What follows belongs to an exercise in optimizing a design on an open flow for small area; a production flow would make more cautious choices. Function was checked by simulation only, so behaviour that the tests miss may differ from the original. Power and IR drop assume default switching activity.

`flow/design.v`:
```
`timescale 1ns/1ps
package des_pkg;
  typedef enum logic [1:0] {IDLE, ROUND, DONE} ctrl_state_e;
  typedef enum logic {MODE_ENC, MODE_DEC} des_mode_e;
  typedef logic [1:64]  block_t;
  typedef logic [1:32]   half_t;
  typedef logic [1:48] subkey_t;
  typedef logic [5-1:0] round_t;
  localparam logic [511:0] IP_TAB_P = {
    256'h3a322a221a120a023c342c241c140c043e362e261e160e064038302820181008,
    256'h39312921191109013b332b231b130b033d352d251d150d053f372f271f170f07};
  function automatic int IP_AT(input int i);
    IP_AT = IP_TAB_P[(64 - i) * 8 +: 8];
  endfunction
  localparam logic [511:0] FP_TAB_P = {
    256'h280830103818402027072f0f37173f1f26062e0e36163e1e25052d0d35153d1d,
    256'h24042c0c34143c1c23032b0b33133b1b22022a0a32123a1a2101290931113919};
  function automatic int FP_AT(input int i);
    FP_AT = FP_TAB_P[(64 - i) * 8 +: 8];
  endfunction
  localparam logic [383:0] E_TAB_P = {
    256'h20010203040504050607080908090a0b0c0d0c0d0e0f10111011121314151415,
    128'h1617181918191a1b1c1d1c1d1e1f2001};
  function automatic int E_AT(input int i);
    E_AT = E_TAB_P[(48 - i) * 8 +: 8];
  endfunction
  localparam logic [255:0] P_TAB_P = {
    256'h100714151d0c1c11010f171a05121f0a0208180e201b0309130d1e06160b0419};
  function automatic int P_AT(input int i);
    P_AT = P_TAB_P[(32 - i) * 8 +: 8];
  endfunction
  localparam logic [447:0] PC1_TAB_P = {
    256'h39312921191109013a322a221a120a023b332b231b130b033c342c243f372f27,
    192'h1f170f073e362e261e160e063d352d251d150d051c140c04};
  function automatic int PC1_AT(input int i);
    PC1_AT = PC1_TAB_P[(56 - i) * 8 +: 8];
  endfunction
  localparam logic [383:0] PC2_TAB_P = {
    256'h0e110b180105031c0f06150a17130c041a0810071b140d0229341f252f371e28,
    128'h332d21302c31273822352e2a32241d20};
  function automatic int PC2_AT(input int i);
    PC2_AT = PC2_TAB_P[(48 - i) * 8 +: 8];
  endfunction
  localparam logic [2047:0] SBOX_TAB_P = {
    256'he4d12fb83a6c59070f74e2d1a6cb953841e8d62bfc973a50fc8249175b3ea06d,
    256'hf18e6b34972dc05a3d47f28ec01a69b50e7ba4d158c6932fd8a13f42b67c05e9,
    256'ha09e63f51dc7b428d709346a285ecbf1d6498f30b12c5ae71ad069874fe3b52c,
    256'h7de3069a1285bc4fd8b56f03472c1ae9a690cb7df13e52843f06a1d8945bc72e,
    256'h2c417ab6853fd0e9eb2c47d150fa3986421bad78f9c5630eb8c71e2d6f09a453,
    256'hc1af92680d34e75baf427c9561de0b389ef528c3704a1db6432c95fabe17608d,
    256'h4b2ef08d3c975a61d0b7491ae35c2f8614bdc37eaf6805926bd814a7950fe23c,
    256'hd2846fb1a93e50c71fd8a374c56b0e927b419ce206adf35821e74a8dfc90356b};
  function automatic logic [3:0] SBOX_AT(input int box, input logic [5:0] idx);
    SBOX_AT = SBOX_TAB_P[(511 - ((box - 1) * 64 + idx)) * 4 +: 4];
  endfunction
  localparam logic [31:0] SHIFT_TAB_P = 32'b01_01_10_10_10_10_10_10_01_10_10_10_10_10_10_01;
  function automatic logic [1:0] SHIFT_AT(input int i);
    SHIFT_AT = SHIFT_TAB_P[(16 - i) * 2 +: 2];
  endfunction
endpackage
module des_sbox_step (k, x, s);
  input logic [2:0] k;
  input logic [5:0] x;
  output logic [3:0] s;
  logic _000_;
  logic _001_;
  logic _002_;
  logic _003_;
  logic _004_;
  logic _005_;
  logic _006_;
  logic _007_;
  logic _008_;
  logic _009_;
  logic _010_;
  logic _011_;
  logic _012_;
  logic _013_;
  logic _014_;
  logic _015_;
  logic _016_;
  logic _017_;
  logic _018_;
  logic _019_;
  logic _020_;
  logic _021_;
  logic _022_;
  logic _023_;
  logic _024_;
  logic _025_;
  logic _026_;
  logic _027_;
  logic _028_;
  logic _029_;
  logic _030_;
  logic _031_;
  logic _032_;
  logic _033_;
  logic _034_;
  logic _035_;
  logic _036_;
  logic _037_;
  logic _038_;
  logic _039_;
  logic _040_;
  logic _041_;
  logic _042_;
  logic _043_;
  logic _044_;
  logic _045_;
  logic _046_;
  logic _047_;
  logic _048_;
  logic _049_;
  logic _050_;
  logic _051_;
  logic _052_;
  logic _053_;
  logic _054_;
  logic _055_;
  logic _056_;
  logic _057_;
  logic _058_;
  logic _059_;
  logic _060_;
  logic _061_;
  logic _062_;
  logic _063_;
  logic _064_;
  logic _065_;
  logic _066_;
  logic _067_;
  logic _068_;
  logic _069_;
  logic _070_;
  logic _071_;
  logic _072_;
  logic _073_;
  logic _074_;
  logic _075_;
  logic _076_;
  logic _077_;
  logic _078_;
  logic _079_;
  logic _080_;
  logic _081_;
  logic _082_;
  logic _083_;
  logic _084_;
  logic _085_;
  logic _086_;
  logic _087_;
  logic _088_;
  logic _089_;
  logic _090_;
  logic _091_;
  logic _092_;
  logic _093_;
  logic _094_;
  logic _095_;
  logic _096_;
  logic _097_;
  logic _098_;
  logic _099_;
  logic _100_;
  logic _101_;
  logic _102_;
  logic _103_;
  logic _104_;
  logic _105_;
  logic _106_;
  logic _107_;
  logic _108_;
  logic _109_;
  logic _110_;
  logic _111_;
  logic _112_;
  logic _113_;
  logic _114_;
  logic _115_;
  logic _116_;
  logic _117_;
  logic _118_;
  logic _119_;
  logic _120_;
  logic _121_;
  logic _122_;
  logic _123_;
  logic _124_;
  logic _125_;
  logic _126_;
  logic _127_;
  logic _128_;
  logic _129_;
  logic _130_;
  logic _131_;
  logic _132_;
  logic _133_;
  logic _134_;
  logic _135_;
  logic _136_;
  logic _137_;
  logic _138_;
  logic _139_;
  logic _140_;
  logic _141_;
  logic _142_;
  logic _143_;
  logic _144_;
  logic _145_;
  logic _146_;
  logic _147_;
  logic _148_;
  logic _149_;
  logic _150_;
  logic _151_;
  logic _152_;
  logic _153_;
  logic _154_;
  logic _155_;
  logic _156_;
  logic _157_;
  logic _158_;
  logic _159_;
  logic _160_;
  logic _161_;
  logic _162_;
  logic _163_;
  logic _164_;
  logic _165_;
  logic _166_;
  logic _167_;
  logic _168_;
  logic _169_;
  logic _170_;
  logic _171_;
  logic _172_;
  logic _173_;
  logic _174_;
  logic _175_;
  logic _176_;
  logic _177_;
  logic _178_;
  logic _179_;
  logic _180_;
  logic _181_;
  logic _182_;
  logic _183_;
  logic _184_;
  logic _185_;
  logic _186_;
  logic _187_;
  logic _188_;
  logic _189_;
  logic _190_;
  logic _191_;
  logic _192_;
  logic _193_;
  logic _194_;
  logic _195_;
  logic _196_;
  logic _197_;
  logic _198_;
  logic _199_;
  logic _200_;
  logic _201_;
  logic _202_;
  logic _203_;
  logic _204_;
  logic _205_;
  logic _206_;
  logic _207_;
  logic _208_;
  logic _209_;
  logic _210_;
  logic _211_;
  logic _212_;
  logic _213_;
  logic _214_;
  logic _215_;
  logic _216_;
  logic _217_;
  logic _218_;
  logic _219_;
  logic _220_;
  logic _221_;
  logic _222_;
  logic _223_;
  logic _224_;
  logic _225_;
  logic _226_;
  logic _227_;
  logic _228_;
  logic _229_;
  logic _230_;
  logic _231_;
  logic _232_;
  logic _233_;
  logic _234_;
  logic _235_;
  logic _236_;
  logic _237_;
  logic _238_;
  logic _239_;
  logic _240_;
  logic _241_;
  logic _242_;
  logic _243_;
  logic _244_;
  logic _245_;
  logic _246_;
  logic _247_;
  logic _248_;
  logic _249_;
  logic _250_;
  logic _251_;
  logic _252_;
  logic _253_;
  logic _254_;
  logic _255_;
  logic _256_;
  logic _257_;
  logic _258_;
  logic _259_;
  logic _260_;
  logic _261_;
  logic _262_;
  logic _263_;
  logic _264_;
  logic _265_;
  logic _266_;
  logic _267_;
  logic _268_;
  logic _269_;
  logic _270_;
  logic _271_;
  logic _272_;
  logic _273_;
  logic _274_;
  logic _275_;
  logic _276_;
  logic _277_;
  logic _278_;
  logic _279_;
  logic _280_;
  logic _281_;
  logic _282_;
  logic _283_;
  logic _284_;
  logic _285_;
  logic _286_;
  logic _287_;
  logic _288_;
  logic _289_;
  logic _290_;
  logic _291_;
  logic _292_;
  logic _293_;
  logic _294_;
  logic _295_;
  logic _296_;
  logic _297_;
  logic _298_;
  logic _299_;
  logic _300_;
  logic _301_;
  logic _302_;
  logic _303_;
  logic _304_;
  logic _305_;
  logic _306_;
  logic _307_;
  logic _308_;
  logic _309_;
  logic _310_;
  logic _311_;
  logic _312_;
  logic _313_;
  logic _314_;
  logic _315_;
  logic _316_;
  logic _317_;
  logic _318_;
  logic _319_;
  logic _320_;
  logic _321_;
  logic _322_;
  logic _323_;
  logic _324_;
  logic _325_;
  logic _326_;
  logic _327_;
  logic _328_;
  logic _329_;
  logic _330_;
  logic _331_;
  logic _332_;
  logic _333_;
  logic _334_;
  logic _335_;
  logic _336_;
  logic _337_;
  logic _338_;
  logic _339_;
  logic _340_;
  logic _341_;
  logic _342_;
  logic _343_;
  logic _344_;
  logic _345_;
  logic _346_;
  logic _347_;
  logic _348_;
  logic _349_;
  logic _350_;
  logic _351_;
  logic _352_;
  logic _353_;
  logic _354_;
  logic _355_;
  logic _356_;
  logic _357_;
  logic _358_;
  logic _359_;
  logic _360_;
  logic _361_;
  logic _362_;
  logic _363_;
  logic _364_;
  logic _365_;
  logic _366_;
  logic _367_;
  logic _368_;
  logic _369_;
  logic _370_;
  logic _371_;
  logic _372_;
  logic _373_;
  logic _374_;
  logic _375_;
  logic _376_;
  logic _377_;
  logic _378_;
  logic _379_;
  logic _380_;
  logic _381_;
  logic _382_;
  logic _383_;
  logic _384_;
  logic _385_;
  logic _386_;
  logic _387_;
  logic _388_;
  logic _389_;
  logic _390_;
  logic _391_;
  logic _392_;
  logic _393_;
  logic _394_;
  logic _395_;
  logic _396_;
  logic _397_;
  logic _398_;
  logic _399_;
  logic _400_;
  logic _401_;
  logic _402_;
  logic _403_;
  logic _404_;
  logic _405_;
  logic _406_;
  logic _407_;
  logic _408_;
  logic _409_;
  logic _410_;
  logic _411_;
  logic _412_;
  logic _413_;
  logic _414_;
  logic _415_;
  logic _416_;
  logic _417_;
  logic _418_;
  logic _419_;
  logic _420_;
  logic _421_;
  logic _422_;
  logic _423_;
  assign _040_ = (~(k[1]));
  assign _051_ = (~(k[2]));
  assign _062_ = (~(x[4]));
  assign _073_ = (~(x[2])&~(x[0]));
  assign _084_ = (~(x[2]));
  assign _095_ = (~(x[0])&~(x[1]));
  assign _106_ = (~(x[0]));
  assign _117_ = (~(x[1]));
  assign _127_ = (~(_106_)&~(_117_));
  assign _138_ = (~(_095_)&~(_127_));
  assign _149_ = (~(_084_)&~(_138_));
  assign _160_ = (~(x[3])&~(_149_));
  assign _171_ = (~(_160_));
  assign _182_ = (~(_073_)&~(_171_));
  assign _193_ = (~(_182_));
  assign _204_ = (~(x[2])&~(_106_));
  assign _215_ = (~(x[3]));
  assign _225_ = (~(_084_)&~(_095_));
  assign _236_ = (~(_215_)&~(_225_));
  assign _247_ = (~(_236_));
  assign _258_ = (~(_204_)&~(_247_));
  assign _269_ = (~(x[2])&~(_117_));
  assign _280_ = (~(_215_)&~(_138_));
  assign _291_ = (~(_280_));
  assign _301_ = (~(_269_)&~(_291_));
  assign _312_ = (~(_258_)&~(_301_));
  assign _323_ = (~(_193_)&~(_062_)) | (~(_312_)&~(_062_));
  assign _334_ = (~(_084_)&~(_106_));
  assign _345_ = (~(_334_));
  assign _356_ = (~(_215_)&~(_345_));
  assign _367_ = (~(x[1])&~(_084_));
  assign _369_ = (~(x[0])&~(_084_));
  assign _370_ = (~(_367_)&~(_369_));
  assign _371_ = (~(x[3])&~(_370_));
  assign _372_ = (~(_371_));
  assign _373_ = (~(x[3])&~(_367_));
  assign _374_ = (~(_369_)&~(_204_));
  assign _375_ = (~(_374_));
  assign _376_ = (~(_375_)) | (~(_373_));
  assign _377_ = (~(_372_)) | (~(_376_));
  assign _378_ = (~(_084_)&~(_095_)) | (~(_377_));
  assign _379_ = (~(_127_));
  assign _380_ = (~(_084_)&~(_215_)) | (~(_117_)&~(_215_));
  assign _381_ = (~(_379_)) | (~(_380_));
  assign _382_ = (~(_378_)) | (~(_062_)) | (~(_381_));
  assign _383_ = (~(_356_)&~(_382_)) | (~(x[5]));
  assign _384_ = (~(k[0]));
  assign _385_ = (~(_095_));
  assign _386_ = (~(_385_)) | (~(_084_));
  assign _387_ = (~(_386_)) | (~(x[3]));
  assign _388_ = (~(_387_)&~(_149_));
  assign _389_ = (~(_367_)&~(_334_));
  assign _390_ = (~(_269_)) | (~(_106_));
  assign _391_ = (~(_389_)) | (~(_390_));
  assign _392_ = (~(_391_));
  assign _393_ = (~(x[3])&~(_392_));
  assign _394_ = (~(_388_)&~(_393_)) | (~(x[4]));
  assign _395_ = (~(x[0])&~(_117_));
  assign _396_ = (~(x[2])&~(_395_)) | (~(_215_));
  assign _397_ = (~(x[1])&~(_106_));
  assign _398_ = (~(_215_)&~(_397_));
  assign _399_ = (~(_369_)&~(_269_));
  assign _400_ = (~(_399_)) | (~(_398_));
  assign _401_ = (~(_400_)&~(x[5])) | (~(_062_)&~(x[5])) | (~(_396_)&~(x[5]));
  assign _402_ = (~(_394_)&~(_384_)) | (~(_401_)&~(_384_));
  assign _403_ = (~(_383_)&~(_323_)) | (~(_402_));
  assign _404_ = (~(_193_)&~(_062_)) | (~(_381_)&~(_062_));
  assign _405_ = (~(_395_));
  assign _406_ = (~(_381_)) | (~(_062_));
  assign _407_ = (~(_373_)&~(_406_)) | (~(_405_)&~(_406_));
  assign _408_ = (~(_407_)&~(_404_)) | (~(x[5]));
  assign _409_ = (~(_149_));
  assign _410_ = (~(_409_)) | (~(_390_));
  assign _411_ = (~(_410_));
  assign _412_ = (~(_138_));
  assign _413_ = (~(_073_)&~(_412_));
  assign _414_ = (~(_413_)&~(_062_)) | (~(x[3])&~(_062_));
  assign _415_ = (~(x[3])&~(_411_)) | (~(_414_));
  assign _416_ = (~(_373_));
  assign _417_ = (~(_269_)&~(_416_));
  assign _418_ = (~(_417_));
  assign _419_ = (~(_418_)) | (~(_062_));
  assign _420_ = (~(_236_)&~(_280_)&~(_419_));
  assign _421_ = (~(x[5])&~(_420_));
  assign _422_ = (~(_421_)&~(k[0])) | (~(_415_)&~(k[0]));
  assign _423_ = (~(_408_)&~(_051_)) | (~(_422_)&~(_051_));
  assign _000_ = (~(x[5]));
  assign _001_ = (~(_399_)) | (~(_215_));
  assign _002_ = (~(_312_)&~(_062_)) | (~(_001_)&~(_062_));
  assign _003_ = (~(_127_)&~(_386_));
  assign _004_ = (~(_334_)&~(_003_));
  assign _005_ = (~(x[3])&~(_004_));
  assign _006_ = (~(x[4])&~(_005_));
  assign _007_ = (~(_312_)&~(_002_)) | (~(_006_)&~(_002_));
  assign _008_ = (~(_367_)&~(_269_));
  assign _009_ = (~(_008_));
  assign _010_ = (~(_380_));
  assign _011_ = (~(_084_)&~(_379_));
  assign _012_ = (~(_010_)&~(_011_));
  assign _013_ = (~(x[3])&~(_117_));
  assign _014_ = (~(_013_)&~(_399_));
  assign _015_ = (~(_014_));
  assign _016_ = (~(_015_)) | (~(_001_));
  assign _017_ = (~(_016_)) | (~(_062_));
  assign _018_ = (~(_062_)&~(_009_)&~(_012_)) | (~(_000_)) | (~(_017_));
  assign _019_ = (~(_000_)&~(_007_)) | (~(_384_)) | (~(_018_));
  assign _020_ = (~(_398_));
  assign _021_ = (~(_020_)&~(_391_)) | (~(_193_));
  assign _022_ = (~(_073_)&~(_416_));
  assign _023_ = (~(_370_));
  assign _024_ = (~(x[2])&~(_138_));
  assign _025_ = (~(_023_)&~(_024_));
  assign _026_ = (~(_215_)&~(_025_));
  assign _027_ = (~(_022_)&~(_026_)) | (~(_062_));
  assign _028_ = (~(_062_)&~(_280_)&~(_021_)) | (~(x[5])) | (~(_027_));
  assign _029_ = (~(_376_)) | (~(_062_));
  assign _030_ = (~(_215_)&~(_369_));
  assign _031_ = (~(_030_));
  assign _032_ = (~(_031_)&~(_412_));
  assign _033_ = (~(_062_)&~(_032_));
  assign _034_ = (~(_033_)&~(x[5])) | (~(_396_)&~(x[5]));
  assign _035_ = (~(_026_)&~(_029_)) | (~(_034_));
  assign _036_ = (~(_028_)) | (~(k[0])) | (~(_035_));
  assign _037_ = (~(_036_)&~(_403_)) | (~(_036_)&~(_423_)) | (~(_051_)&~(_403_)) | (~(_019_)&~(_403_)) | (~(_051_)&~(_423_)) | (~(_019_)&~(_423_));
  assign _038_ = (~(_127_)&~(_386_)) | (~(_030_));
  assign _039_ = (~(_020_)&~(_009_));
  assign _041_ = (~(x[4])&~(_039_));
  assign _042_ = (~(_041_)) | (~(_038_));
  assign _043_ = (~(_371_)&~(_042_));
  assign _044_ = (~(_084_)&~(_397_));
  assign _045_ = (~(_044_));
  assign _046_ = (~(_008_)&~(_062_)) | (~(x[3])&~(_062_));
  assign _047_ = (~(_046_));
  assign _048_ = (~(x[2])&~(_127_));
  assign _049_ = (~(_062_)&~(_048_));
  assign _050_ = (~(_049_));
  assign _052_ = (~(x[3])&~(_095_));
  assign _053_ = (~(_375_)) | (~(x[3]));
  assign _054_ = (~(_127_)&~(_053_));
  assign _055_ = (~(_045_)&~(_047_)&~(_054_)) | (~(_045_)&~(_050_)&~(_054_)) | (~(_052_)&~(_047_)&~(_054_)) | (~(_052_)&~(_050_)&~(_054_));
  assign _056_ = (~(_003_)&~(_149_));
  assign _057_ = (~(_215_)&~(_056_));
  assign _058_ = (~(_062_)&~(_417_));
  assign _059_ = (~(_058_));
  assign _060_ = (~(_052_));
  assign _061_ = (~(_060_)&~(_023_));
  assign _063_ = (~(_061_));
  assign _064_ = (~(_204_));
  assign _065_ = (~(x[1])&~(_215_));
  assign _066_ = (~(_064_)&~(x[4])) | (~(_065_)&~(x[4]));
  assign _067_ = (~(_063_)&~(x[5])) | (~(_066_)&~(x[5]));
  assign _068_ = (~(_149_)&~(_057_)&~(_059_)) | (~(_067_));
  assign _069_ = (~(_000_)&~(_055_)&~(_043_)) | (~(_384_)) | (~(_068_));
  assign _070_ = (~(x[3])&~(_003_));
  assign _071_ = (~(_024_));
  assign _072_ = (~(_071_)) | (~(x[3]));
  assign _074_ = (~(_225_)&~(_072_)) | (~(_062_));
  assign _075_ = (~(_400_)) | (~(_385_));
  assign _076_ = (~(_075_)&~(_377_)) | (~(x[4]));
  assign _077_ = (~(_070_)&~(_074_)) | (~(_076_));
  assign _078_ = (~(x[3])&~(_048_));
  assign _079_ = (~(_078_));
  assign _080_ = (~(_011_)&~(_079_));
  assign _081_ = (~(_215_)&~(_392_));
  assign _082_ = (~(x[4])&~(_081_)&~(_080_));
  assign _083_ = (~(_013_));
  assign _085_ = (~(_060_)&~(_011_));
  assign _086_ = (~(_149_)&~(_085_)) | (~(_083_)&~(_085_));
  assign _087_ = (~(_062_)&~(_086_));
  assign _088_ = (~(_087_)&~(_082_)) | (~(_000_));
  assign _089_ = (~(_000_)&~(_077_)) | (~(k[0])) | (~(_088_));
  assign _090_ = (~(_069_)) | (~(_089_)) | (~(_051_));
  assign _091_ = (~(_062_)&~(_081_));
  assign _092_ = (~(x[3])&~(_367_)&~(_138_)) | (~(_091_));
  assign _093_ = (~(_367_));
  assign _094_ = (~(_138_)&~(_215_)) | (~(_093_)&~(_215_));
  assign _096_ = (~(_083_)&~(_374_));
  assign _097_ = (~(_096_)&~(_094_)) | (~(_062_));
  assign _098_ = (~(_004_)) | (~(x[3]));
  assign _099_ = (~(_193_)) | (~(x[4])) | (~(_098_));
  assign _100_ = (~(_409_)) | (~(_070_));
  assign _101_ = (~(_030_)&~(x[4])) | (~(_064_)&~(x[4]));
  assign _102_ = (~(_100_)) | (~(_101_));
  assign _103_ = (~(_099_)&~(k[0])) | (~(_102_)&~(k[0]));
  assign _104_ = (~(k[0])&~(x[5])&~(_103_)) | (~(_092_)&~(x[5])&~(_103_)) | (~(_097_)&~(x[5])&~(_103_));
  assign _105_ = (~(x[1])&~(_374_));
  assign _107_ = (~(_044_)&~(_105_)) | (~(_215_));
  assign _108_ = (~(x[4])&~(_057_));
  assign _109_ = (~(_108_)) | (~(_107_));
  assign _110_ = (~(x[4])&~(_091_)) | (~(x[4])&~(_416_)) | (~(_105_)&~(_091_)) | (~(_105_)&~(_416_));
  assign _111_ = (~(_334_)&~(_060_));
  assign _112_ = (~(x[3])&~(_111_)) | (~(_108_));
  assign _113_ = (~(_071_)&~(_215_)) | (~(_093_)&~(_215_));
  assign _114_ = (~(_113_));
  assign _115_ = (~(_062_)&~(_111_));
  assign _116_ = (~(_114_)&~(k[0])) | (~(_115_)&~(k[0]));
  assign _118_ = (~(_110_)&~(_116_)) | (~(_110_)&~(_112_)) | (~(_109_)&~(_116_)) | (~(k[0])&~(_116_)) | (~(_109_)&~(_112_)) | (~(k[0])&~(_112_));
  assign _119_ = (~(_000_)&~(_118_)) | (~(k[2]));
  assign _120_ = (~(_119_)&~(_104_)) | (~(_040_)) | (~(_090_));
  assign s[2] = (~(_040_)&~(_037_)) | (~(_120_));
  assign _121_ = (~(_054_));
  assign _122_ = (~(_062_)&~(_022_));
  assign _123_ = (~(_121_)) | (~(_418_)) | (~(_122_));
  assign _124_ = ((x[4])&(x[5])&(_123_)) | ((_039_)&(x[5])&(_123_)) | ((_420_)&(x[5])&(_123_));
  assign _125_ = (~(_374_)&~(_042_)) | (~(_160_)&~(_042_));
  assign _126_ = (~(_011_));
  assign _128_ = (~(_105_));
  assign _129_ = (~(_128_)&~(_215_)) | (~(_126_)&~(_215_));
  assign _130_ = (~(_129_));
  assign _131_ = (~(_128_)) | (~(_126_)) | (~(_215_));
  assign _132_ = (~(x[4])&~(_125_)) | (~(_130_)&~(_125_)) | (~(_131_)&~(_125_));
  assign _133_ = (~(x[5])&~(_132_)) | (~(_384_));
  assign _134_ = (~(_204_)&~(_171_)) | (~(_038_));
  assign _135_ = ((_062_)&~(_134_)) | (~(_062_)&(_134_));
  assign _136_ = (~(_413_)&~(_062_)&~(_371_)&~(_081_)) | (~(_215_)&~(_062_)&~(_371_)&~(_081_));
  assign _137_ = (~(_269_)&~(_149_));
  assign _139_ = (~(_215_)&~(_137_));
  assign _140_ = (~(_139_));
  assign _141_ = (~(_269_));
  assign _142_ = (~(_160_)) | (~(_141_));
  assign _143_ = (~(_140_)) | (~(_142_));
  assign _144_ = (~(_143_));
  assign _145_ = (~(x[4])&~(_144_)) | (~(x[5]));
  assign _146_ = (~(_136_)&~(_145_)) | (~(x[5])&~(_135_));
  assign _147_ = (~(_146_)&~(_040_)) | (~(k[0])&~(_040_));
  assign _148_ = (~(_124_)&~(_133_)) | (~(_147_));
  assign _150_ = (~(_411_)) | (~(_030_));
  assign _151_ = (~(_150_)&~(x[4])) | (~(_131_)&~(x[4]));
  assign _152_ = (~(_225_)&~(_024_));
  assign _153_ = (~(x[1])&~(_152_)) | (~(x[3])&~(_152_));
  assign _154_ = (~(_062_)&~(_032_)&~(_153_));
  assign _155_ = (~(_101_));
  assign _156_ = (~(_117_)&~(_064_));
  assign _157_ = (~(_060_)&~(_156_));
  assign _158_ = (~(_280_)&~(_157_));
  assign _159_ = (~(_129_)&~(_059_)) | (~(_155_)&~(_158_)) | (~(_384_));
  assign _161_ = (~(_384_)&~(_154_)&~(_151_)) | (~(x[5])) | (~(_159_));
  assign _162_ = (~(_070_));
  assign _163_ = (~(_044_)&~(_162_));
  assign _164_ = (~(_236_)&~(_163_));
  assign _165_ = (~(x[4])&~(_164_));
  assign _166_ = (~(_291_)) | (~(x[4])) | (~(_247_));
  assign _167_ = (~(_385_)&~(_166_)) | (~(_371_)&~(_166_));
  assign _168_ = (~(_167_)&~(_165_)) | (~(k[0]));
  assign _169_ = (~(_397_));
  assign _170_ = (~(x[4])&~(_032_));
  assign _172_ = (~(_170_));
  assign _173_ = (~(_169_)&~(_172_)) | (~(_008_)&~(_172_)) | (~(_015_)&~(_172_));
  assign _174_ = (~(x[1])&~(_053_)) | (~(x[4]));
  assign _175_ = (~(_160_)&~(_174_));
  assign _176_ = (~(_175_)&~(_173_)) | (~(_384_));
  assign _177_ = (~(_168_)) | (~(_000_)) | (~(_176_));
  assign _178_ = (~(_161_)) | (~(_177_)) | (~(_040_));
  assign _179_ = (~(_062_)&~(_026_));
  assign _180_ = (~(_179_)) | (~(_142_));
  assign _181_ = (~(_215_)&~(_172_)) | (~(_412_)&~(_172_));
  assign _183_ = (~(_181_));
  assign _184_ = (~(_008_)) | (~(_062_));
  assign _185_ = (~(_062_)&~(_158_)) | (~(_356_)&~(_184_));
  assign _186_ = (~(x[5])&~(_185_)) | (~(k[0]));
  assign _187_ = (~(x[5])&~(_186_)) | (~(_180_)&~(_186_)) | (~(_183_)&~(_186_));
  assign _188_ = (~(_204_)&~(_171_)) | (~(_010_)&~(_395_));
  assign _189_ = (~(x[4])&~(_043_)) | (~(_188_)&~(_043_));
  assign _190_ = (~(_107_)) | (~(_062_)) | (~(_053_));
  assign _191_ = (~(_062_)&~(_039_));
  assign _192_ = (~(_016_)) | (~(_045_));
  assign _194_ = (~(_192_)) | (~(_191_));
  assign _195_ = (~(_194_)&~(_000_)) | (~(_190_)&~(_000_));
  assign _196_ = (~(_189_)&~(k[0])&~(_195_)) | (~(_000_)&~(k[0])&~(_195_));
  assign _197_ = (~(_187_)&~(_196_)) | (~(k[1]));
  assign _198_ = (~(_060_)&~(_375_));
  assign _199_ = (~(_198_)&~(_057_));
  assign _200_ = (~(_386_)) | (~(_215_));
  assign _201_ = (~(_369_)&~(_200_)) | (~(_062_));
  assign _202_ = (~(_062_)&~(_199_)) | (~(_139_)&~(_201_)) | (~(x[5]));
  assign _203_ = (~(_215_)&~(_410_));
  assign _205_ = (~(x[4])&~(_203_));
  assign _206_ = (~(x[3])&~(_056_)) | (~(_205_));
  assign _207_ = (~(_379_)&~(_062_)) | (~(_052_)&~(_062_));
  assign _208_ = (~(_207_));
  assign _209_ = (~(_301_)&~(_208_)) | (~(_000_)) | (~(_206_));
  assign _210_ = (~(_209_)) | (~(k[0])) | (~(_202_));
  assign _211_ = (~(_152_)) | (~(_215_));
  assign _212_ = (~(_211_));
  assign _213_ = (~(_156_)&~(_031_));
  assign _214_ = (~(_334_)&~(_079_));
  assign _216_ = (~(_213_)&~(_214_)) | (~(_062_));
  assign _217_ = (~(_062_)&~(_213_)&~(_212_)) | (~(x[5])) | (~(_216_));
  assign _218_ = (~(_215_)&~(_073_));
  assign _219_ = (~(_218_)) | (~(x[1]));
  assign _220_ = (~(_200_)) | (~(x[4])) | (~(_219_));
  assign _221_ = (~(x[4])&~(_269_)&~(_065_)) | (~(_000_)) | (~(_220_));
  assign _222_ = (~(_217_)&~(k[1])) | (~(_384_)&~(k[1])) | (~(_221_)&~(k[1]));
  assign _223_ = (~(_210_)&~(_051_)) | (~(_222_)&~(_051_));
  assign s[1] = (~(_148_)&~(_197_)) | (~(_148_)&~(_223_)) | (~(_051_)&~(_197_)) | (~(_178_)&~(_197_)) | (~(_051_)&~(_223_)) | (~(_178_)&~(_223_));
  assign _224_ = (~(_215_)&~(_008_));
  assign _226_ = (~(_224_)&~(_212_)) | (~(_062_));
  assign _227_ = (~(_226_));
  assign _228_ = (~(_062_)&~(_003_)&~(_301_));
  assign _229_ = (~(_228_)&~(_227_)) | (~(x[5]));
  assign _230_ = (~(_138_)&~(x[3])) | (~(_093_)&~(x[3]));
  assign _231_ = (~(_230_));
  assign _232_ = (~(_010_)&~(_075_)) | (~(_231_));
  assign _233_ = (~(_232_)&~(x[5])) | (~(x[4])&~(x[5]));
  assign _234_ = (~(_226_)&~(k[0])) | (~(_233_)&~(k[0]));
  assign _235_ = (~(_229_)) | (~(_234_));
  assign _237_ = (~(_100_)) | (~(_046_));
  assign _238_ = (~(_301_)&~(_237_));
  assign _239_ = (~(_238_)&~(_181_)) | (~(_000_));
  assign _240_ = (~(_367_)&~(_156_));
  assign _241_ = (~(_240_)&~(_062_)) | (~(_215_)&~(_062_));
  assign _242_ = (~(_241_));
  assign _243_ = (~(_079_)) | (~(_062_));
  assign _244_ = (~(_129_)&~(_242_)) | (~(_388_)&~(_243_)) | (~(x[5]));
  assign _245_ = (~(_239_)) | (~(k[0])) | (~(_244_));
  assign _246_ = (~(_235_)) | (~(k[1])) | (~(_245_));
  assign _248_ = (~(x[3])&~(_413_));
  assign _249_ = (~(_123_)&~(_248_)) | (~(_047_)&~(_248_));
  assign _250_ = (~(_093_)&~(x[4])&~(_182_)) | (~(_398_)&~(x[4])&~(_182_));
  assign _251_ = (~(_152_)&~(_200_)) | (~(_179_));
  assign _252_ = (~(_379_)&~(_061_)) | (~(_224_)&~(_061_));
  assign _253_ = (~(_252_));
  assign _254_ = (~(x[4])&~(_253_)) | (~(_000_)) | (~(_251_));
  assign _255_ = (~(_000_)&~(_250_)&~(_249_)) | (~(k[0])) | (~(_254_));
  assign _256_ = (~(_215_)&~(_166_)) | (~(_413_)&~(_166_));
  assign _257_ = (~(_015_)&~(x[4])) | (~(_169_)&~(x[4]));
  assign _259_ = (~(x[4])&~(_012_));
  assign _260_ = (~(_160_)) | (~(_405_));
  assign _261_ = (~(_259_)) | (~(_260_));
  assign _262_ = (~(x[3])&~(_137_));
  assign _263_ = (~(_062_)&~(_388_)&~(_262_)) | (~(_000_)) | (~(_261_));
  assign _264_ = (~(_000_)&~(_257_)&~(_256_)) | (~(_384_)) | (~(_263_));
  assign _265_ = (~(_255_)&~(_051_)) | (~(_040_)&~(_051_)) | (~(_264_)&~(_051_));
  assign _266_ = (~(_389_));
  assign _267_ = (~(x[3])&~(_242_)) | (~(_266_)&~(_242_));
  assign _268_ = (~(_048_)&~(_011_)) | (~(_083_));
  assign _270_ = (~(_268_)) | (~(_062_));
  assign _271_ = (~(_214_)&~(_270_)) | (~(_009_)&~(_270_));
  assign _272_ = (~(_020_)&~(_391_));
  assign _273_ = (~(_375_)&~(_171_)) | (~(_181_));
  assign _274_ = (~(_062_)&~(_272_)&~(_080_)) | (~(_000_)) | (~(_273_));
  assign _275_ = (~(_000_)&~(_267_)&~(_271_)) | (~(k[0])) | (~(_274_));
  assign _276_ = (~(_117_)&~(_143_)) | (~(_066_));
  assign _277_ = (~(_100_)&~(_000_)) | (~(_046_)&~(_000_)) | (~(_219_)&~(_000_));
  assign _278_ = (~(x[2])&~(_127_)) | (~(_160_));
  assign _279_ = (~(_278_)&~(x[4])) | (~(_387_)&~(x[4]));
  assign _281_ = (~(_381_)&~(_279_)) | (~(_122_)&~(_279_));
  assign _282_ = (~(_000_)&~(_276_)) | (~(_000_)&~(_277_)) | (~(_281_)&~(_276_)) | (~(_281_)&~(_277_));
  assign _283_ = (~(_282_)) | (~(_384_));
  assign _284_ = (~(_283_)) | (~(_275_)) | (~(_040_));
  assign _285_ = (~(_006_)) | (~(_045_)) | (~(_128_));
  assign _286_ = (~(_057_)) | (~(x[4]));
  assign _287_ = (~(_285_)&~(_000_)) | (~(_286_)&~(_000_)) | (~(_100_)&~(_000_));
  assign _288_ = (~(_062_)&~(_262_)&~(_203_));
  assign _289_ = (~(_149_)&~(_419_)) | (~(_000_));
  assign _290_ = (~(_289_)&~(_288_)) | (~(k[0]));
  assign _292_ = (~(_376_)&~(_021_)) | (~(_376_)&~(_062_)) | (~(_091_)&~(_021_)) | (~(_091_)&~(_062_));
  assign _293_ = (~(_292_)) | (~(x[5]));
  assign _294_ = (~(x[1])&~(_198_)) | (~(_218_)&~(_198_));
  assign _295_ = (~(_294_)&~(x[5])) | (~(_191_)&~(x[5]));
  assign _296_ = (~(x[4])&~(_199_)) | (~(_295_));
  assign _297_ = (~(_293_)&~(_040_)) | (~(_384_)&~(_040_)) | (~(_296_)&~(_040_));
  assign _298_ = (~(_287_)&~(_290_)) | (~(_297_));
  assign s[0] = (~(_298_)&~(_246_)) | (~(_298_)&~(_265_)) | (~(_051_)&~(_246_)) | (~(_284_)&~(_246_)) | (~(_051_)&~(_265_)) | (~(_284_)&~(_265_));
  assign _299_ = (~(_157_));
  assign _300_ = (~(_000_)&~(_248_));
  assign _302_ = (~(_000_)&~(_300_)) | (~(_299_)&~(_300_));
  assign _303_ = (~(x[3])&~(_062_)&~(_302_)) | (~(_025_)&~(_062_)&~(_302_));
  assign _304_ = (~(x[4])&~(_000_)&~(_272_)&~(_377_));
  assign _305_ = (~(x[5])&~(_054_)&~(_158_)&~(_172_));
  assign _306_ = (~(_384_)&~(_304_)&~(_305_)&~(_303_));
  assign _307_ = (~(_266_)&~(_162_));
  assign _308_ = (~(_138_)&~(_144_)) | (~(_299_));
  assign _309_ = (~(x[4])&~(_308_)) | (~(_047_)&~(_307_));
  assign _310_ = (~(_374_)&~(_083_)) | (~(_072_));
  assign _311_ = (~(_378_)&~(x[4])) | (~(_378_)&~(_310_)) | (~(_259_)&~(x[4])) | (~(_259_)&~(_310_));
  assign _313_ = (~(_000_)&~(_311_)) | (~(_384_));
  assign _314_ = (~(_309_)&~(_313_)) | (~(_000_)&~(_313_));
  assign _315_ = (~(_306_)&~(_314_)) | (~(_040_));
  assign _316_ = (~(_058_)&~(_122_)) | (~(_114_));
  assign _317_ = (~(_065_)&~(_155_)&~(_307_)) | (~(_000_)) | (~(_316_));
  assign _318_ = (~(x[3])&~(_141_)) | (~(_108_));
  assign _319_ = (~(_121_)&~(_000_)) | (~(_033_)&~(_000_)) | (~(_231_)&~(_000_));
  assign _320_ = (~(_319_)&~(_384_)) | (~(_318_)&~(_384_));
  assign _321_ = (~(_157_)&~(_258_));
  assign _322_ = (~(_370_)) | (~(_062_));
  assign _324_ = (~(_321_)&~(x[5])) | (~(_322_)&~(x[5]));
  assign _325_ = (~(_321_)&~(_322_)) | (~(_324_));
  assign _326_ = (~(_215_)&~(_367_)&~(_156_)) | (~(_062_));
  assign _327_ = (~(_326_)&~(_163_)) | (~(_208_)&~(_113_));
  assign _328_ = (~(_327_)&~(k[0])) | (~(x[5])&~(k[0]));
  assign _329_ = (~(_328_)&~(_320_)&~(_040_)) | (~(_328_)&~(_317_)&~(_040_)) | (~(_325_)&~(_320_)&~(_040_)) | (~(_325_)&~(_317_)&~(_040_));
  assign _330_ = (~(k[2])&~(_329_));
  assign _331_ = (~(_098_));
  assign _332_ = (~(_005_)&~(_331_)) | (~(_062_));
  assign _333_ = (~(_056_)) | (~(x[3]));
  assign _335_ = (~(_333_)) | (~(_058_));
  assign _336_ = (~(_332_)) | (~(_000_)) | (~(_335_));
  assign _337_ = (~(_280_)&~(_085_)) | (~(_345_)&~(_085_));
  assign _338_ = (~(_337_)&~(_000_)) | (~(_050_)&~(_000_));
  assign _339_ = (~(_050_)&~(_337_)) | (~(_338_));
  assign _340_ = (~(_336_)) | (~(_384_)) | (~(_339_));
  assign _341_ = (~(x[3])&~(_025_));
  assign _342_ = (~(x[4])&~(_057_)&~(_341_));
  assign _343_ = (~(_062_)&~(_253_)) | (~(x[5]));
  assign _344_ = (~(_006_)) | (~(_333_));
  assign _346_ = (~(_062_)&~(_272_)&~(_341_)) | (~(_000_)) | (~(_344_));
  assign _347_ = (~(_342_)&~(_343_)) | (~(k[0])) | (~(_346_));
  assign _348_ = (~(_347_)) | (~(k[1])) | (~(_340_));
  assign _349_ = (~(_371_)&~(_011_)&~(_174_));
  assign _350_ = (~(_334_)&~(_020_)) | (~(_260_));
  assign _351_ = (~(x[4])&~(_350_)) | (~(_000_));
  assign _352_ = (~(_373_)&~(x[4])&~(_113_)) | (~(_071_)&~(x[4])&~(_113_));
  assign _353_ = (~(_215_)&~(_240_));
  assign _354_ = (~(_353_));
  assign _355_ = (~(_354_)&~(_062_)) | (~(_396_)&~(_062_));
  assign _357_ = (~(_000_)&~(_352_)&~(_355_)) | (~(_349_)&~(_351_));
  assign _358_ = (~(_357_)) | (~(k[0]));
  assign _359_ = (~(_230_)&~(_074_));
  assign _360_ = (~(_241_)&~(_359_)) | (~(_354_)&~(_359_));
  assign _361_ = (~(_191_)) | (~(_372_)) | (~(_376_));
  assign _362_ = (~(_375_)&~(_412_)) | (~(_291_));
  assign _363_ = (~(x[4])&~(_362_)) | (~(_361_));
  assign _364_ = (~(_363_)&~(k[0])) | (~(x[5])&~(k[0]));
  assign _365_ = (~(x[5])&~(_360_)) | (~(_364_));
  assign _366_ = (~(_358_)) | (~(_365_));
  assign _368_ = (~(_366_)&~(_051_)) | (~(_040_)&~(_051_));
  assign s[3] = (~(_348_)&~(_315_)) | (~(_348_)&~(_330_)) | (~(_368_)&~(_315_)) | (~(_368_)&~(_330_));
endmodule
`timescale 1ns/1ps
module des_core (
  input  logic            clk,
  input  logic            rst,
  input  logic            start,
  input  logic            decrypt,
  input  des_pkg::block_t block_in,
  input  des_pkg::block_t key_in,
  output logic            busy,
  output logic            done,
  output des_pkg::block_t block_out
);
  logic [63:0] d_q;       
  logic [1:56] cd_q;      
  logic        xc_q, xd_q;
  logic [7:0]  cnt_q;     
  logic [4:0]  rnd_q;     
  logic        dec_q;
  logic [5:0]  x_q;       
  logic        load, step, last, bmode, sh0, sh1, apply;
  logic [7:0]  th;
  logic [2:0]  k;
  logic [5:0]  e_bits, k_bits;
  logic [3:0]  s;
  logic [63:0] d_ld;
  logic [1:56] cd_ld;
  assign load = start & ~busy;
  assign step = (cnt_q[7:3] == 5'b11000);
  assign k    = cnt_q[2:0];
  assign last = step & (k == 3'd7);
  assign sh0 = dec_q & (rnd_q[3:0] == 4'd0);
  assign sh1 = (rnd_q[3:0] == 4'd1) | (rnd_q[3:0] == 4'd8) | (rnd_q[3:0] == 4'd15) |
               (~dec_q & (rnd_q[3:0] == 4'd0));
  always_comb begin
    if (!dec_q) th = sh1 ? 8'd105 : 8'd134;
    else if (sh0) th = 8'd76;
    else th = sh1 ? 8'd47 : 8'd18;
  end
  assign bmode = ~(cnt_q[7] & cnt_q[6]) & (cnt_q >= th);
  always_comb begin
    case (k)
      3'd0: begin e_bits = {d_q[36], d_q[35], d_q[42], d_q[46], d_q[56], d_q[51]};
             k_bits = {cd_q[14], cd_q[17], cd_q[11], cd_q[24], cd_q[1], cd_q[5]}; end
      3'd1: begin e_bits = {d_q[36], d_q[52], d_q[42], d_q[1], d_q[56], d_q[51]};
             k_bits = {cd_q[29], cd_q[39], cd_q[50], cd_q[44], cd_q[32], cd_q[47]}; end
      3'd2: begin e_bits = {d_q[52], d_q[7], d_q[42], d_q[1], d_q[45], d_q[51]};
             k_bits = {cd_q[21], cd_q[17], cd_q[10], cd_q[2], cd_q[24], cd_q[6]}; end
      3'd3: begin e_bits = {d_q[52], d_q[7], d_q[3], d_q[10], d_q[48], d_q[47]};
             k_bits = {cd_q[43], cd_q[39], cd_q[47], cd_q[33], cd_q[54], cd_q[29]}; end
      3'd4: begin e_bits = {d_q[6], d_q[12], d_q[57], d_q[10], d_q[48], d_q[0]};
             k_bits = {cd_q[37], cd_q[48], cd_q[55], cd_q[33], cd_q[43], cd_q[51]}; end
      3'd5: begin e_bits = {d_q[12], d_q[7], d_q[9], d_q[59], d_q[0], d_q[19]};
             k_bits = {cd_q[26], cd_q[23], cd_q[10], cd_q[1], cd_q[16], cd_q[5]}; end
      3'd6: begin e_bits = {d_q[12], d_q[7], d_q[57], d_q[10], d_q[0], d_q[19]};
             k_bits = {cd_q[38], cd_q[43], cd_q[33], cd_q[50], cd_q[56], cd_q[47]}; end
      3'd7: begin e_bits = {d_q[1], d_q[7], d_q[9], d_q[13], d_q[18], d_q[24]};
             k_bits = {cd_q[9], cd_q[28], cd_q[20], cd_q[13], cd_q[6], cd_q[23]}; end
      default: begin e_bits = 6'd0; k_bits = 6'd0; end
    endcase
  end
  assign apply = (step & (k != 3'd0)) | (cnt_q == 8'd0);
  des_sbox_step u_sbox (.k(k), .x(x_q), .s(s));
  assign d_ld = {block_in[59], block_in[15], block_in[13], block_in[61], block_in[31], block_in[45], block_in[43], block_in[33], block_in[23], block_in[3], block_in[17], block_in[5], block_in[25], block_in[47], block_in[11], block_in[29], block_in[63], block_in[41], block_in[19], block_in[1], block_in[27], block_in[49], block_in[53], block_in[39], block_in[9], block_in[21], block_in[35], block_in[7], block_in[57], block_in[51], block_in[55], block_in[37], block_in[60], block_in[16], block_in[14], block_in[62], block_in[32], block_in[46], block_in[44], block_in[34], block_in[24], block_in[4], block_in[18], block_in[6], block_in[26], block_in[48], block_in[12], block_in[30], block_in[64], block_in[42], block_in[20], block_in[2], block_in[28], block_in[50], block_in[54], block_in[40], block_in[10], block_in[22], block_in[36], block_in[8], block_in[58], block_in[52], block_in[56], block_in[38]};
  assign cd_ld = {key_in[57], key_in[49], key_in[41], key_in[33], key_in[25], key_in[17], key_in[9], key_in[1], key_in[58], key_in[50], key_in[42], key_in[34], key_in[26], key_in[18], key_in[10], key_in[2], key_in[59], key_in[51], key_in[43], key_in[35], key_in[27], key_in[19], key_in[11], key_in[3], key_in[60], key_in[52], key_in[44], key_in[36], key_in[63], key_in[55], key_in[47], key_in[39], key_in[31], key_in[23], key_in[15], key_in[7], key_in[62], key_in[54], key_in[46], key_in[38], key_in[30], key_in[22], key_in[14], key_in[6], key_in[61], key_in[53], key_in[45], key_in[37], key_in[29], key_in[21], key_in[13], key_in[5], key_in[28], key_in[20], key_in[12], key_in[4]};
  always_ff @(posedge clk) begin
    xc_q <= cd_q[1];
    xd_q <= cd_q[29];
    if (load) begin
      d_q  <= d_ld;
      cd_q <= cd_ld;
    end else begin
      d_q  <= {d_q[59:0], d_q[63:60]} ^ {24'd0, s & {4{apply}}, 36'd0};
      cd_q <= {cd_q[2:28], bmode ? xc_q : cd_q[1], cd_q[30:56], bmode ? xd_q : cd_q[29]};
    end
  end
  always_ff @(posedge clk) begin
    x_q <= e_bits ^ k_bits;
  end
  always_ff @(posedge clk) begin
    if (load) begin
      cnt_q <= 8'd48;
      rnd_q <= '0;
      dec_q <= decrypt;
    end else begin
      cnt_q <= last ? 8'd0 : cnt_q + 8'd1;
      if (last) rnd_q <= rnd_q + 5'd1;
    end
  end
  always_ff @(posedge clk) begin
    if (rst) begin
      busy <= 1'b0;
      done <= 1'b0;
    end else begin
      done <= busy & rnd_q[4];
      if (load) busy <= 1'b1;
      else if (rnd_q[4]) busy <= 1'b0;
    end
  end
  assign block_out = {d_q[16], d_q[48], d_q[26], d_q[58], d_q[24], d_q[56], d_q[8], d_q[40], d_q[11], d_q[43], d_q[21], d_q[53], d_q[33], d_q[1], d_q[34], d_q[2], d_q[25], d_q[57], d_q[17], d_q[49], d_q[10], d_q[42], d_q[27], d_q[59], d_q[23], d_q[55], d_q[15], d_q[47], d_q[20], d_q[52], d_q[31], d_q[63], d_q[28], d_q[60], d_q[9], d_q[41], d_q[4], d_q[36], d_q[12], d_q[44], d_q[18], d_q[50], d_q[29], d_q[61], d_q[30], d_q[62], d_q[22], d_q[54], d_q[14], d_q[46], d_q[6], d_q[38], d_q[13], d_q[45], d_q[5], d_q[37], d_q[7], d_q[39], d_q[35], d_q[3], d_q[32], d_q[0], d_q[19], d_q[51]};
endmodule
```
`flow/run.sh`:
```
#!/bin/bash
# synth_recipe.tcl (not shown) runs the flow's synth.tcl, then flattens the netlist and writes it again
# the make line also repeats each setting of config.mk as NAME=value (left out here)
make -C /OpenROAD-flow-scripts/flow DESIGN_CONFIG=/design/flow/config.mk WORK_HOME=/design/flow/orfs CLKGATE_MAP_FILE= SYNTH_SCRIPT=/design/flow/synth_recipe.tcl finish
```
`flow/config.mk`:
```
export PLATFORM = sky130hd
export DESIGN_NAME = des_core
export DESIGN_NICKNAME = des_core
export VERILOG_FILES = /design/flow/design.v
export SDC_FILE = /design/flow/constraint.sdc
export NUM_CORES = 4
export LEC_CHECK = 0
export ABC_AREA = 1
export CAP_MARGIN = 20
export CORE_MARGIN = 2
export CORE_UTILIZATION = 45
export CTS_BUF_LIST = sky130_fd_sc_hd__clkbuf_8
export GPL_TIMING_DRIVEN = 0
export SLEW_MARGIN = 20
```
`flow/constraint.sdc`:
```
create_clock -name core_clock -period 5.5 [get_ports {clk}]
set_input_delay 1.1000 -clock core_clock [delete_from_list [all_inputs] [get_ports {clk}]]
set_output_delay 1.1000 -clock core_clock [all_outputs]
set_load 0.01 [all_outputs]
```
==> impl_metrics.yaml <==
worst_setup_path:
  r2r_slack_ns: 1.95
  end_kind: "register"
  worstRegToRegCells: 19
  cp-start-kind: "register"
  path_cells: "buf_2 -> inv_1 -> ha_1 -> nor2_2 -> nand2_4 -> inv_1 -> nor2_1 -> inv_1 -> ha_1 -> nor2_1 -> nand2_1 -> nand3_1 -> nand3_1 -> nand2_1 -> nand3_1 -> nand3_1 -> nand2_1 -> nand3_1 -> nand2_1"
  arrival_ns: 3.90
  cp_max_fo: 9
  max_stage_delay_ns: 0.55
  worstSetupPathType: "register to register"
  cp.required_ns: 5.85
  reg2reg_to: "d_q[39]"
  crit_slowest_cell: "ha_1"
  r2r-start: "x_q[1]"
  cp_common_cell: "nand3_1"
clock_network:
  clk_pin_slew_ns: 0.10
  clock_latency_ns: 0.46
  cts_tree: "done"
  post_cts_resize_count: 0
  clock_path_buffers: 2
  ctsRootBufferMaster: "clkbuf_8"
  cts_setup_buffers: 0
  cts_num_sinks: 144
  cts_buffers: 17
  htreeDepth: 4
  cts_hold_buf: 0
pwr:
  p_leak_nw: 5.41
  power_mw: 6.40
  max-vdd-ir-drop_v: 0.000277
  power.density_nw_per_um2: 580
synthesis:
  synth-simple-area-share: 0.430
  synth.top_cell.area_share: 0.339
  synthesis.area_um2: 8440
  yosys-top-cells-area: "dfxtp_1 (34%), nand2_1 (27%), nand3_1 (8.5%)"
  postSynthCellCount: 1348
  muxShareOfSynthArea: 0
  yosysWarnings: 1
  syn_avg_cell_area_um2: 6.26
  syn-num-nets: 1512
  synthXorXnorAreaFrac: 0.00623
  synth-compound-area-share: 0.0913
  synthAdderAreaFrac: 0.0474
  ys_seq_area_frac: 0.343
  yosys.area.top_type: "dfxtp_1"
  synth_top_family_by_area: "simple AND/OR/NAND/NOR gates"
  yosysUniqueCellTypes: 45
  yosys_register_bits: 144
floorplan:
  pin_count: 198
  start_util: 0.454
  core_um2: 18600
  die-area_um2: 19900
  die_y_um: 141
  die_w_um: 141
  rows: 50
grt:
  antenna_found_initial: 0
  grt-ovfl-total: 0
  grt_start_max_net_pins: 17
  grt_pass1_vias: 9957
  grt_pass1_wl_um: 57400
  grtUsageTotal: 0.381
timing:
  rsz0062_at_grt: "no"
  tns_ns: 0
  fin_skew_ns: 0.0250
  fin_hold_ws_ns: 0.367
  fin_crit_ns: 3.55
  setup_violations: 0
  worst_pin_slew_ns: 1.05
  maxClockFrequency_ghz: 0.281
  maxSlewViolCount: 0
  fin_ws_ns: 1.95
  finalHoldViolations: 0
  fin_crit_sh: 0.646
  slew_headroom: 0.296
finish:
  antenna_cells: 0
  nets: 1720
  fin_util: 0.595
  area_delta_synth_final_pct: 30.9
  design_area_um2: 11000
  layout-drive-gt1-share: 0.0618
  final_cells: 1803
drt:
  vias_per_cell: 5.73
  drtAntennaViolNets: 0
  wirelength_um: 38300
  first_pass_iters: 8
  wire_per_inst_um: 21.2
  first_iter_violations: 1252
  vias: 10300
  drcViolationCount: 0
worst_hold_path:
  min_to: "xd_q"
  worstHoldStart: "cd_q[29]"
  hold_depth: 0
  hp-class: "register to register"
placed_design:
  finalWeightedCongestion: 1.05
  dp_hpwl_um: 28700
  post-place-cells: 1771
  place_area_um2: 10600
  dp_slack_ns: 2.04
  port_buffers: 189
run_status:
  status: "finished clean"
run:
  cap_viol_max_count: 0
placed cells by master, fill, tap and decap left out, drive strengths merged:
master	synthesis	routed
a22o	1	1
xnor2	3	3
nand2	612	612
nand3b	4	4
o221ai	1	1
o2111ai	2	2
o31ai	3	3
o22ai	4	4
a31oi	6	6
o21ai	57	57
buf	33	33
nand3	150	150
nor4	2	2
a21oi	46	46
a211oi	2	2
a32oi	1	1
clkinvlp	0	1
nor2	77	77
xor2	3	3
dfxtp	143	143
nor3	7	7
a221oi	7	7
a22oi	1	1
bufinv	0	2
clkdlybuf4s50	0	189
o211ai	2	2
clkbuf	28	45
clkinv	2	6
ha	32	32
o21bai	2	2
edfxtp	1	1
or2	1	1
a2111oi	1	1
nand4	12	12
inv	102	110
state kept, by name (all words and copies together), names as in the netlist:
register  count
d_q          64
cd_q         56
cnt_q         8
x_q           6
rnd_q         5
busy          1
dec_q         1
done          1
xc_q          1
xd_q          1
where the power goes:
part	switching [mW]	total, mW	internal, mW
clock network	0.490	0.917	0.427
logic	2.92	4.13	1.21
registers	0.151	1.36	1.21
cells in the mapped netlist (all sizes together):
cell / count
nand3: 150
o31ai: 3
o21ai: 57
or2: 1
ha: 32
buf: 33
nor3: 7
o211ai: 2
a32oi: 1
nand4: 12
a211oi: 2
edfxtp: 1
nor2: 77
a221oi: 7
a2111oi: 1
o2111ai: 2
clkinv: 2
o21bai: 2
a22o: 1
a21oi: 46
o221ai: 1
o22ai: 4
nand2: 612
a22oi: 1
nand3b: 4
nor4: 2
dfxtp: 143
inv: 102
a31oi: 6
xor2: 3
clkbuf: 28
xnor2: 3
how the worst max path moves through the flow:
stage	startpoint	end	slack, ns	depth (start not counted)
finish	x_q[1]	d_q[39]	1.95	19
global route	x_q[1]	d_q[39]	1.79	19
CTS	x_q[1]	d_q[39]	2.08	19
detailed placement	start	dec_q	2.04	5
global placement	start	dec_q	2.06	5
floorplan	x_q[1]	d_q[38]	3.00	21
kinds of logic after synthesis:
logic type               after synthesis
AND/OR/NAND/NOR                      865
AO/OA/AOI/OAI                        136
buffers and inverters                165
adder cells (fa/ha/maj)               32
XOR/XNOR                               6
flip-flops                           144
layer usage:
metal / up-vias / global-route usage / wire [um]
met3: 153 / 0.0666 / 3830
met1: 4762 / 0.489 / 14900
met2: 701 / 0.615 / 17500
met5: - / 0 / 0
met4: 0 / 0.203 / 2040
li1: 4719 / - / -
layout make-up:
class / count / area (um^2)
Tap cell: 234 / 293
Clock inverter: 15 / 190
Multi-Input combinational cell: 1039 / 4860
Buffer: 61 / 298
Timing Repair Buffer: 189 / 1890
Sequential cell: 144 / 2890
Clock buffer: 17 / 234
Inverter: 104 / 393
Fill cell: 1695 / 7530
worst max-delay path, delay by kind of cell (launching register included):
family                   cells  cell delay, ns
AND/OR/NAND/NOR             13            1.72
flip-flops                   1            0.36
adder cells (fa/ha/maj)      2            0.72
buffers and inverters        4            0.62

==> separate check: timing with driven ports <==
No port has a modelled driver above. Below, the same layout with a new extraction and two added sets of constraints. Step 1, drivers: a clkbuf_16 drives clk and a buf_2 each remaining input, both assumed. Step 2 moves the port delays by t, midway between the first and last clock arrival at a register: inputs arrive t later, outputs are due t later. That takes back most of the time a late clock gives input paths. Three values: ideal ports, drivers, drivers and shift; two values: the first two.
t, ns: 0.489
slack for setup (ns): 1.946 / 1.946 / 1.946
worst setup path after step 2: register to register
cell pins on the clock port's net: 1
After both steps setup and hold are still met in this run. For this run, drivers alone change the setup slack by 0.000 ns; drivers and shift together by 0.000 ns.
